Source: an optimization exercise on an open RTL-to-GDS flow (aim: small area, a short achievable clock period and few clock cycles per item). Production flows keep margins and buffers that such runs may drop.
Function was checked by simulation only, so behaviour that the tests miss may differ from the original.
Power is estimated from default activity; no workload was simulated.

==> inputs of v30 <==
==> flow/design.v <==
package merge_sort_pkg;
  typedef struct packed {
    logic [32-1:0] key;
    logic [32-1:0] value;
  } record_t;
  typedef struct packed {
    logic [2-1:0] way;
    record_t                        rec;
  } in_beat_t;
endpackage
`timescale 1ns/1ps
module merge_sort_tree (
  input  logic                                   CLK,
  input  logic                                   RST,
  input  logic                                   i_in_valid,
  input  logic [2+32+32-1:0] i_in_beat,
  output wire [(1 << 2)-1:0]   o_way_full,
  input  logic                                   i_out_full,
  output logic [32+32-1:0] o_out_rec,
  output logic                                   o_out_valid
);
  localparam int KW    = 32;
  localparam int REC_W = 32 + 32;
  logic [REC_W-1:0] head [0:3];    
  logic [3:0]       hv;            
  logic [3:0]       sel;           
  logic             bef [0:3][0:3];  
  logic             full_prev;     
  wire [1:0]       in_way = i_in_beat[REC_W +: 2];
  wire [KW-1:0]    in_key = i_in_beat[REC_W-1 -: KW];
  wire [3:0]       we;
  wire             pop;
  logic [3:0]      in_bef;         
  logic            nb [0:3][0:3];  
  logic [3:0]      sel_nxt;
  function automatic logic key_before(input logic [KW-1:0] a,
                                      input logic [KW-1:0] b,
                                      input logic          tie);
    logic [31:0] g0, p0;
    logic [15:0] g1, p1;
    logic [7:0]  g2, p2;
    logic [3:0]  g3, p3;
    logic [1:0]  g4, p4;
    g0 = ~a & b;
    p0 = ~a | b;
    for (int i = 0; i < 16; i++) begin
      g1[i] = g0[2*i+1] | (p0[2*i+1] & g0[2*i]);
      p1[i] = p0[2*i+1] & p0[2*i];
    end
    for (int i = 0; i < 8; i++) begin
      g2[i] = g1[2*i+1] | (p1[2*i+1] & g1[2*i]);
      p2[i] = p1[2*i+1] & p1[2*i];
    end
    for (int i = 0; i < 4; i++) begin
      g3[i] = g2[2*i+1] | (p2[2*i+1] & g2[2*i]);
      p3[i] = p2[2*i+1] & p2[2*i];
    end
    for (int i = 0; i < 2; i++) begin
      g4[i] = g3[2*i+1] | (p3[2*i+1] & g3[2*i]);
      p4[i] = p3[2*i+1] & p3[2*i];
    end
    key_before = g4[1] | (p4[1] & (g4[0] | (p4[0] & tie)));
  endfunction
  assign pop = (&hv) & !full_prev;
  for (genvar w = 0; w < 4; w++) begin : g_we
    assign we[w] = i_in_valid && (in_way == w);
    assign o_way_full[w] = hv[w] && !(pop && sel[w]);
  end
  always_comb begin
    o_out_rec = '0;
    for (int w = 0; w < 4; w++) begin
      if (sel[w]) o_out_rec = o_out_rec | head[w];
    end
  end
  assign o_out_valid = pop;
  always_comb begin
    for (int j = 0; j < 4; j++) begin
      in_bef[j] = key_before(in_key, head[j][REC_W-1 -: KW], in_way > j);
    end
  end
  always_comb begin
    for (int i = 0; i < 4; i++) begin
      nb[i][i] = 1'b1;
      for (int j = i + 1; j < 4; j++) begin
        if (we[i])      nb[i][j] = in_bef[j];
        else if (we[j]) nb[i][j] = !in_bef[i];
        else            nb[i][j] = bef[i][j];
        nb[j][i] = !nb[i][j];
      end
    end
    for (int i = 0; i < 4; i++) begin
      sel_nxt[i] = 1'b1;
      for (int j = 0; j < 4; j++) begin
        if (j != i) sel_nxt[i] = sel_nxt[i] & nb[i][j];
      end
    end
  end
  always_ff @(posedge CLK) begin
    for (int w = 0; w < 4; w++) begin
      if (we[w]) head[w] <= i_in_beat[REC_W-1:0];
    end
    for (int i = 0; i < 4; i++) begin
      for (int j = i + 1; j < 4; j++) begin
        bef[i][j] <= nb[i][j];
      end
    end
    sel       <= sel_nxt;
    full_prev <= i_out_full;
  end
  always_ff @(posedge CLK) begin
    if (RST) begin
      hv <= '0;
    end else begin
      hv <= we | (hv & ~({4{pop}} & sel));
    end
  end
endmodule
==> flow/flow/run.sh <==
#!/bin/bash
# The standard layout with two changes to how it is made:
# - the port buffers are plain buf_1 cells instead of the default delay
#   buffer (every port still gets its buffer);
# - slow gates (wide and/or stacks and similar) are added to the platform's
#   don't-use list, so synthesis and repair pick faster cells;
# - clock tree synthesis runs with the settings of config.mk but without
#   dummy loads on the clock tree's leaf buffers.
# The platform's own don't-use cells stay on the list.
set -euo pipefail
PLATFORM_DONT_USE="sky130_fd_sc_hd__probe_p_8 sky130_fd_sc_hd__probec_p_8 sky130_fd_sc_hd__lpflow_bleeder_1 sky130_fd_sc_hd__lpflow_clkbufkapwr_1 sky130_fd_sc_hd__lpflow_clkbufkapwr_16 sky130_fd_sc_hd__lpflow_clkbufkapwr_2 sky130_fd_sc_hd__lpflow_clkbufkapwr_4 sky130_fd_sc_hd__lpflow_clkbufkapwr_8 sky130_fd_sc_hd__lpflow_clkinvkapwr_1 sky130_fd_sc_hd__lpflow_clkinvkapwr_16 sky130_fd_sc_hd__lpflow_clkinvkapwr_2 sky130_fd_sc_hd__lpflow_clkinvkapwr_4 sky130_fd_sc_hd__lpflow_clkinvkapwr_8 sky130_fd_sc_hd__lpflow_decapkapwr_12 sky130_fd_sc_hd__lpflow_decapkapwr_3 sky130_fd_sc_hd__lpflow_decapkapwr_4 sky130_fd_sc_hd__lpflow_decapkapwr_6 sky130_fd_sc_hd__lpflow_decapkapwr_8 sky130_fd_sc_hd__lpflow_inputiso0n_1 sky130_fd_sc_hd__lpflow_inputiso0p_1 sky130_fd_sc_hd__lpflow_inputiso1n_1 sky130_fd_sc_hd__lpflow_inputiso1p_1 sky130_fd_sc_hd__lpflow_inputisolatch_1 sky130_fd_sc_hd__lpflow_isobufsrc_1 sky130_fd_sc_hd__lpflow_isobufsrc_16 sky130_fd_sc_hd__lpflow_isobufsrc_2 sky130_fd_sc_hd__lpflow_isobufsrc_4 sky130_fd_sc_hd__lpflow_isobufsrc_8 sky130_fd_sc_hd__lpflow_isobufsrckapwr_16 sky130_fd_sc_hd__lpflow_lsbuf_lh_hl_isowell_tap_1 sky130_fd_sc_hd__lpflow_lsbuf_lh_hl_isowell_tap_2 sky130_fd_sc_hd__lpflow_lsbuf_lh_hl_isowell_tap_4 sky130_fd_sc_hd__lpflow_lsbuf_lh_isowell_4 sky130_fd_sc_hd__lpflow_lsbuf_lh_isowell_tap_1 sky130_fd_sc_hd__lpflow_lsbuf_lh_isowell_tap_2 sky130_fd_sc_hd__lpflow_lsbuf_lh_isowell_tap_4"
SLOW_GATES="sky130_fd_sc_hd__a2111o_1 sky130_fd_sc_hd__a2111o_2 sky130_fd_sc_hd__a2111o_4 sky130_fd_sc_hd__a2111oi_0 sky130_fd_sc_hd__a2111oi_1 sky130_fd_sc_hd__a2111oi_2 sky130_fd_sc_hd__a2111oi_4 sky130_fd_sc_hd__a222oi_1 sky130_fd_sc_hd__a2bb2o_1 sky130_fd_sc_hd__a2bb2o_2 sky130_fd_sc_hd__a2bb2o_4 sky130_fd_sc_hd__a2bb2oi_1 sky130_fd_sc_hd__a2bb2oi_2 sky130_fd_sc_hd__a2bb2oi_4 sky130_fd_sc_hd__a311o_1 sky130_fd_sc_hd__a311o_2 sky130_fd_sc_hd__a311o_4 sky130_fd_sc_hd__a311oi_1 sky130_fd_sc_hd__a311oi_2 sky130_fd_sc_hd__a311oi_4 sky130_fd_sc_hd__a32o_1 sky130_fd_sc_hd__a32o_2 sky130_fd_sc_hd__a32o_4 sky130_fd_sc_hd__a32oi_1 sky130_fd_sc_hd__a32oi_2 sky130_fd_sc_hd__a32oi_4 sky130_fd_sc_hd__a41o_1 sky130_fd_sc_hd__a41o_2 sky130_fd_sc_hd__a41o_4 sky130_fd_sc_hd__a41oi_1 sky130_fd_sc_hd__a41oi_2 sky130_fd_sc_hd__a41oi_4 sky130_fd_sc_hd__and4_1 sky130_fd_sc_hd__and4_2 sky130_fd_sc_hd__and4_4 sky130_fd_sc_hd__and4b_1 sky130_fd_sc_hd__and4b_2 sky130_fd_sc_hd__and4b_4 sky130_fd_sc_hd__and4bb_1 sky130_fd_sc_hd__and4bb_2 sky130_fd_sc_hd__and4bb_4 sky130_fd_sc_hd__nand4_1 sky130_fd_sc_hd__nand4_2 sky130_fd_sc_hd__nand4_4 sky130_fd_sc_hd__nand4b_1 sky130_fd_sc_hd__nand4b_2 sky130_fd_sc_hd__nand4b_4 sky130_fd_sc_hd__nand4bb_1 sky130_fd_sc_hd__nand4bb_2 sky130_fd_sc_hd__nand4bb_4 sky130_fd_sc_hd__nor4_1 sky130_fd_sc_hd__nor4_2 sky130_fd_sc_hd__nor4_4 sky130_fd_sc_hd__nor4b_1 sky130_fd_sc_hd__nor4b_2 sky130_fd_sc_hd__nor4b_4 sky130_fd_sc_hd__nor4bb_1 sky130_fd_sc_hd__nor4bb_2 sky130_fd_sc_hd__nor4bb_4 sky130_fd_sc_hd__o2111a_1 sky130_fd_sc_hd__o2111a_2 sky130_fd_sc_hd__o2111a_4 sky130_fd_sc_hd__o2111ai_1 sky130_fd_sc_hd__o2111ai_2 sky130_fd_sc_hd__o2111ai_4 sky130_fd_sc_hd__o2bb2a_1 sky130_fd_sc_hd__o2bb2a_2 sky130_fd_sc_hd__o2bb2a_4 sky130_fd_sc_hd__o2bb2ai_1 sky130_fd_sc_hd__o2bb2ai_2 sky130_fd_sc_hd__o2bb2ai_4 sky130_fd_sc_hd__o311a_1 sky130_fd_sc_hd__o311a_2 sky130_fd_sc_hd__o311a_4 sky130_fd_sc_hd__o311ai_0 sky130_fd_sc_hd__o311ai_1 sky130_fd_sc_hd__o311ai_2 sky130_fd_sc_hd__o311ai_4 sky130_fd_sc_hd__o32a_1 sky130_fd_sc_hd__o32a_2 sky130_fd_sc_hd__o32a_4 sky130_fd_sc_hd__o32ai_1 sky130_fd_sc_hd__o32ai_2 sky130_fd_sc_hd__o32ai_4 sky130_fd_sc_hd__o41a_1 sky130_fd_sc_hd__o41a_2 sky130_fd_sc_hd__o41a_4 sky130_fd_sc_hd__o41ai_1 sky130_fd_sc_hd__o41ai_2 sky130_fd_sc_hd__o41ai_4 sky130_fd_sc_hd__or4_1 sky130_fd_sc_hd__or4_2 sky130_fd_sc_hd__or4_4 sky130_fd_sc_hd__or4b_1 sky130_fd_sc_hd__or4b_2 sky130_fd_sc_hd__or4b_4 sky130_fd_sc_hd__or4bb_1 sky130_fd_sc_hd__or4bb_2 sky130_fd_sc_hd__or4bb_4  sky130_fd_sc_hd__a211o_1 sky130_fd_sc_hd__a211o_2 sky130_fd_sc_hd__a211o_4 sky130_fd_sc_hd__a211oi_1 sky130_fd_sc_hd__a211oi_2 sky130_fd_sc_hd__a211oi_4 sky130_fd_sc_hd__a21bo_1 sky130_fd_sc_hd__a21bo_2 sky130_fd_sc_hd__a21bo_4 sky130_fd_sc_hd__a21boi_0 sky130_fd_sc_hd__a21boi_1 sky130_fd_sc_hd__a21boi_2 sky130_fd_sc_hd__a21boi_4 sky130_fd_sc_hd__a221o_1 sky130_fd_sc_hd__a221o_2 sky130_fd_sc_hd__a221o_4 sky130_fd_sc_hd__a221oi_1 sky130_fd_sc_hd__a221oi_2 sky130_fd_sc_hd__a221oi_4 sky130_fd_sc_hd__and3_1 sky130_fd_sc_hd__and3_2 sky130_fd_sc_hd__and3_4 sky130_fd_sc_hd__and3b_1 sky130_fd_sc_hd__and3b_2 sky130_fd_sc_hd__and3b_4 sky130_fd_sc_hd__nor3_1 sky130_fd_sc_hd__nor3_2 sky130_fd_sc_hd__nor3_4 sky130_fd_sc_hd__nor3b_1 sky130_fd_sc_hd__nor3b_2 sky130_fd_sc_hd__nor3b_4 sky130_fd_sc_hd__o211a_1 sky130_fd_sc_hd__o211a_2 sky130_fd_sc_hd__o211a_4 sky130_fd_sc_hd__o211ai_1 sky130_fd_sc_hd__o211ai_2 sky130_fd_sc_hd__o211ai_4 sky130_fd_sc_hd__o21ba_1 sky130_fd_sc_hd__o21ba_2 sky130_fd_sc_hd__o21ba_4 sky130_fd_sc_hd__o21bai_1 sky130_fd_sc_hd__o21bai_2 sky130_fd_sc_hd__o21bai_4 sky130_fd_sc_hd__o221a_1 sky130_fd_sc_hd__o221a_2 sky130_fd_sc_hd__o221a_4 sky130_fd_sc_hd__o221ai_1 sky130_fd_sc_hd__o221ai_2 sky130_fd_sc_hd__o221ai_4 sky130_fd_sc_hd__o22a_1 sky130_fd_sc_hd__o22a_2 sky130_fd_sc_hd__o22a_4 sky130_fd_sc_hd__o22ai_1 sky130_fd_sc_hd__o22ai_2 sky130_fd_sc_hd__o22ai_4 sky130_fd_sc_hd__or3_1 sky130_fd_sc_hd__or3_2 sky130_fd_sc_hd__or3_4 sky130_fd_sc_hd__or3b_1 sky130_fd_sc_hd__or3b_2 sky130_fd_sc_hd__or3b_4 "
bash standard.sh "BUFFER_PORTS_ARGS=-buffer_cell sky130_fd_sc_hd__buf_1" \
  "DONT_USE_CELLS=$PLATFORM_DONT_USE $SLOW_GATES" \
  "CTS_ARGS=-sink_clustering_enable -repair_clock_nets -sink_clustering_size 16 -sink_clustering_max_diameter 60 -buf_list sky130_fd_sc_hd__clkbuf_8 -dont_use_dummy_load" finish > flow_make.log 2>&1
==> flow/standard.sh <==
#!/bin/bash
# synth_recipe.tcl (not shown) runs the flow's synth.tcl, then flattens the netlist and writes it again
# the make line also repeats each setting of config.mk as NAME=value (left out here)
make -C /OpenROAD-flow-scripts/flow DESIGN_CONFIG=/design/flow/config.mk WORK_HOME=/design/flow/orfs CLKGATE_MAP_FILE= SYNTH_SCRIPT=/design/flow/synth_recipe.tcl "${@:-finish}"
==> flow/config.mk <==
export PLATFORM = sky130hd
export DESIGN_NAME = merge_sort_tree
export DESIGN_NICKNAME = merge_sort_tree
export VERILOG_FILES = /design/flow/design.v
export SDC_FILE = /design/flow/constraint.sdc
export NUM_CORES = 4
export LEC_CHECK = 0
export CAP_MARGIN = 20
export CORE_MARGIN = 2
export CORE_UTILIZATION = 55
export CTS_BUF_LIST = sky130_fd_sc_hd__clkbuf_8
export CTS_CLUSTER_DIAMETER = 60
export CTS_CLUSTER_SIZE = 16
export SETUP_SLACK_MARGIN = 2.05
export SLEW_MARGIN = 20
==> flow/constraint.sdc <==
create_clock -name core_clock -period 4.5 [get_ports {CLK}]
set_input_delay 0.9000 -clock core_clock [delete_from_list [all_inputs] [get_ports {CLK}]]
set_output_delay 0.9000 -clock core_clock [all_outputs]
set_load 0.01 [all_outputs]
==> v9 (differences from v30) <==
Settings changed: SETUP_SLACK_MARGIN 2.05 to 1.75.
==> v21 (differences from v30) <==
Settings changed: SETUP_SLACK_MARGIN 2.05 to 1.9.
==> qor summary <==
|  | v21 | v9 | v30 |
|---|---|---|---|
| Reg-to-reg setup timing slack | 2150 ps | 2070 ps | 2100 ps |
| Summed area of non-filler cells in the final layout | 13500 µm² | 13400 µm² | 14000 µm² |
| RePlAce Congestion | 0.866 | 0.873 | 0.858 |
| Kind of path behind the tightest hold check | input port to flip-flop | input port to flip-flop | flip-flop to flip-flop |
| Met1 capacity usage during global routing | 35.5% | 35.3% | 36.5% |
| Internal Pwr Total | 3700 µW | 3710 µW | 3840 µW |
| Overall routed net length | 29000 µm | 28400 µm | 30300 µm |
| Proportion of power drawn by flip-flops and latches | 57.9% | 58.3% | 56.0% |
| Launching instance or port of the critical path | sel[2] | sel[1] | sel[2] |
| Source-to-sink clock delay at the later pin of the worst-skew pair | 560 ps | 550 ps | 570 ps |
| Final-layout fill cell count | 1738 | 1772 | 1743 |
| Result of the run | complete, no violations | complete, no violations | complete, no violations |
| Worst path depth | 4 | 4 | 5 |
| Critical path's largest stage delay | 410 ps | 530 ps | 400 ps |
| Crit path arrival time | 1650 ps | 1720 ps | 1630 ps |
| Logic power comb | 1000 µW | 971 µW | 1140 µW |
| Largest net degree at the start of global routing | 54 | 45 | 46 |
| Startpoint of the worst register-to-register path | head[2][63] | head[2][37] | head[3][56] |
| Hpwl dp | 18300 µm | 18100 µm | 18000 µm |
| Slew @ Worst Pin | 868 ps | 1150 ps | 764 ps |
| Fraction of final layout cells sized beyond drive strength 1 | 9.95% | 8.43% | 17.5% |
| Overall track demand over capacity in global routing | 25.5% | 24.5% | 25.5% |
| Highest clock rate | 0.393 GHz | 0.382 GHz | 0.395 GHz |
| Inverters, non-clock | 70 | 71 | 70 |
Testbench counts of v30, summed over its fixed seeds: cycles 25,077, items 24,565.
Testbench counts of v9, summed over its fixed seeds: cycles 25,077, items 24,565.
Testbench counts of v21, summed over its fixed seeds: cycles 25,077, items 24,565.

-- separate check: timing with driven ports --
In the flow no input, the clock included, has a driving cell. The finished layouts below were timed again as built, in two steps.
Step 1 (the two cells are an assumption about what drives the block):
set clk [get_ports {CLK}]
set_driving_cell -lib_cell sky130_fd_sc_hd__clkbuf_16 $clk
set_driving_cell -lib_cell sky130_fd_sc_hd__buf_2 [delete_from_list [all_inputs] $clk]
Step 2 also shifts input and output timing later by t, the mid clock arrival at the registers, as if the neighbouring blocks saw the same clock.
Three values: no drivers, after step 1, after step 2; two values: the first two.
run	t (ns)	setup slack, ns	worst data-port slew with drivers (ns)	cell pins on the clock port's net
v30	0.582	1.970 / 1.930 / 1.474	0.06	1
v9	0.573	1.879 / 1.839 / 1.331	0.08	1
v21	0.576	1.954 / 1.911 / 1.436	0.07	1
After both steps every run listed still meets setup and hold. For v9, which loses most, drivers alone change the setup slack by -0.040 ns; drivers and shift together by -0.548 ns.
